What follows belongs to an exercise in optimizing a design on an open flow for small area and a short achievable clock period; a production flow would make more cautious choices.
In this exercise RTL edits were held to simulation tests only and were not proved equivalent to the original.

==> flow/design.v <==
package typedef_collection;
  localparam int unsigned REGSIZE = 8;
  typedef logic [REGSIZE-1:0] DEFAULT_TYPE;
  typedef enum logic [1:0] {
    MEMORY_STAY  = 2'b00,
    MEMORY_READ  = 2'b01,
    MEMORY_WRITE = 2'b10
  } MEMORY_FLAG_TYPE;
  typedef enum logic {
    CLEAR = 1'b0,
    READY = 1'b1
  } MEMORY_STATE_TYPE;
endpackage
module memory_array (
  input  logic         CLOCK,
  input  logic [255:0] sel_write,   
  input  logic [255:0] sel_load,    
  input  logic [255:0] sel_cpu,     
  input  logic [7:0]   load_data,
  input  logic [7:0]   cpu_data,
  input  logic [255:0] sel_read,    
  input  logic [7:0]   rd_extra,
  output logic [7:0]   rdata
);
  logic [7:0] mem [256];
  genvar w;
  generate
    for (w = 0; w < 256; w++) begin : g_word
      always_ff @(posedge CLOCK)
        if (sel_write[w])
          mem[w] <= ({8{sel_load[w]}} & load_data) | ({8{sel_cpu[w]}} & cpu_data);
    end
  endgenerate
  always_comb begin
    rdata = rd_extra;
    for (int i = 0; i < 256; i++) rdata = rdata | ({8{sel_read[i]}} & mem[i]);
  end
endmodule
module memory_responder (
  input  logic            CLOCK,
  input  logic            RESET,
  input  logic [1:0]      ctrl_bus,
  input  logic [7:0]      addr_bus,
  input  logic [7:0]      write_bus,
  output logic [7:0]      read_bus,
  input  logic            load_valid,
  input  logic [7:0]      load_addr,
  input  logic [7:0]      load_data,
  output logic            mem_ready,
  output logic [7:0]      io_out,
  output logic [7:0]      write_count
);
  logic         state;
  logic [7:0]   clear_ptr;
  logic [15:0]  a_hi, a_lo, r_hi, l_hi, l_lo, c_hi, c_lo;
  logic [255:0] sel_read, sel_load, sel_cpu, sel_write;
  logic [7:0]   cpu_data;
  logic [7:0]   rdata_c;
  logic         clr_c, cpu_wr_c, load_we_c, cpu_we_c, rd_c;
  assign clr_c     = RESET || !state;
  assign cpu_wr_c  = !clr_c && (ctrl_bus == typedef_collection::MEMORY_WRITE);
  assign load_we_c = !clr_c && load_valid;
  assign cpu_we_c  = cpu_wr_c && !(load_valid && (load_addr == addr_bus));
  assign cpu_data  = write_bus & {8{!clr_c}};
  assign rd_c      = !RESET && (ctrl_bus == typedef_collection::MEMORY_READ);
  always_comb begin
    for (int j = 0; j < 16; j++) begin
      a_hi[j] = (addr_bus[7:4] == 4'(j));
      a_lo[j] = (addr_bus[3:0] == 4'(j));
      r_hi[j] = rd_c && a_hi[j];
      l_hi[j] = load_we_c && (load_addr[7:4] == 4'(j));
      l_lo[j] = (load_addr[3:0] == 4'(j));
      c_hi[j] = clr_c || (cpu_wr_c && a_hi[j]);
      c_lo[j] = clr_c || a_lo[j];
    end
  end
  always_comb begin
    for (int i = 0; i < 256; i++) begin
      sel_read[i] = r_hi[i / 16] && a_lo[i % 16];
      sel_load[i] = l_hi[i / 16] && l_lo[i % 16];
      sel_cpu[i]   = c_hi[i / 16] && c_lo[i % 16] && !sel_load[i];
      sel_write[i] = sel_load[i] || (c_hi[i / 16] && c_lo[i % 16]);
    end
  end
  memory_array u_array (
    .CLOCK     (CLOCK),
    .sel_write (sel_write),
    .sel_load  (sel_load),
    .sel_cpu   (sel_cpu),
    .load_data (load_data),
    .cpu_data  (cpu_data),
    .sel_read  (sel_read),
    .rd_extra  (read_bus & {8{!RESET && (ctrl_bus != typedef_collection::MEMORY_READ)}}),
    .rdata     (rdata_c)
  );
  always_ff @(posedge CLOCK) read_bus <= rdata_c;
  always_ff @(posedge CLOCK) begin
    if (RESET) begin
      state       <= 1'b0;
      clear_ptr   <= '0;
      io_out      <= '0;
      write_count <= '0;
      mem_ready   <= 1'b0;
    end else if (!state) begin
      clear_ptr <= clear_ptr + 8'd1;
      if (clear_ptr == 8'hFF) begin
        state     <= 1'b1;
        mem_ready <= 1'b1;
      end
    end else begin
      if (cpu_we_c) begin
        if (write_count != 8'hFF) write_count <= write_count + 8'd1;
        if (addr_bus == 8'hFF) io_out <= write_bus;
      end
    end
  end
endmodule
Settings: LEC_CHECK=0, CAP_MARGIN=20, CORE_MARGIN=2, CORE_UTILIZATION=50, SETUP_SLACK_MARGIN=1.5, SLEW_MARGIN=20, SYNTH_HIERARCHICAL=1, TNS_END_PERCENT=0; clock period 4.0 ns.
standard.sh (not shown) runs the stock make flow with config.mk's settings and CLKGATE_MAP_FILE= SYNTH_SCRIPT=/design/flow/synth_recipe.tcl, a recipe that flattens the netlist after the stock synthesis.
==> flow/flow/run.sh <==
#!/bin/bash
set -euo pipefail
bash standard.sh \
  "BUFFER_PORTS_ARGS=-buffer_cell sky130_fd_sc_hd__buf_4" \
  "CTS_ARGS=-sink_clustering_enable -repair_clock_nets -dont_use_dummy_load -sink_clustering_size 24 -sink_clustering_max_diameter 100" \
  finish > orfs_make.log 2>&1
The baseline failed in 5_1_grt.
Then changed:
--- a/flow/design.v
+++ b/flow/design.v
@@ -22,20 +22,46 @@
   input  logic [7:0]   rd_extra,
   output logic [7:0]   rdata
 );
   logic [7:0] mem [256];
-  genvar w;
+  logic [7:0] grp_n [86];           
+  genvar w, g;
   generate
     for (w = 0; w < 256; w++) begin : g_word
       always_ff @(posedge CLOCK)
         if (sel_write[w])
           mem[w] <= ({8{sel_load[w]}} & load_data) | ({8{sel_cpu[w]}} & cpu_data);
     end
+    for (g = 0; g < 85; g++) begin : g_grp
+      read_group u_grp (
+        .sel   (sel_read[3*g+2:3*g]),
+        .word0 (mem[3*g]),
+        .word1 (mem[3*g+1]),
+        .word2 (mem[3*g+2]),
+        .out_n (grp_n[g])
+      );
+    end
+    read_group u_grp_last (
+      .sel   ({2'b00, sel_read[255]}),
+      .word0 (mem[255]),
+      .word1 (8'h00),
+      .word2 (8'h00),
+      .out_n (grp_n[85])
+    );
   endgenerate
   always_comb begin
     rdata = rd_extra;
-    for (int i = 0; i < 256; i++) rdata = rdata | ({8{sel_read[i]}} & mem[i]);
+    for (int i = 0; i < 86; i++) rdata = rdata | ~grp_n[i];
   end
+endmodule
+module read_group (
+  input  logic [2:0] sel,
+  input  logic [7:0] word0,
+  input  logic [7:0] word1,
+  input  logic [7:0] word2,
+  output logic [7:0] out_n
+);
+  assign out_n = ~(({8{sel[0]}} & word0) | ({8{sel[1]}} & word1) | ({8{sel[2]}} & word2));
 endmodule
 module memory_responder (
   input  logic            CLOCK,
   input  logic            RESET,
=> This time the run went through all stages and came out clean. Synthesized area came out lower by 0.89%. Synthesized cell count is lower by 5.2%.

what the ideal ports hide:
No port has a modelled driver above. Below, the same layout with a new extraction and two added sets of constraints.
Step 1: set_driving_cell puts a clkbuf_16 on CLOCK and a buf_2 on each other input, an assumption about the parent block.
Step 2, shift: input delay + t, output delay - t, t = (earliest + latest rising clock arrival at the registers) / 2. This alone moves slack from input paths to output paths.
Slacks: no drivers / after step 1 / after step 2; pairs: no drivers / after step 1.
run: the second run
t (ns): 0.866
setup slack, ns: 0.856 / 0.836 / -0.030
hold slack, ns: 0.266 / 0.189 / 0.495
clock arrival spread, ns: 0.118 / 0.118
With both steps, setup timing fails in the second run, where it was met with ideal ports. The setup slack of the second run moves by -0.020 ns with the drivers and by -0.886 ns with both steps.
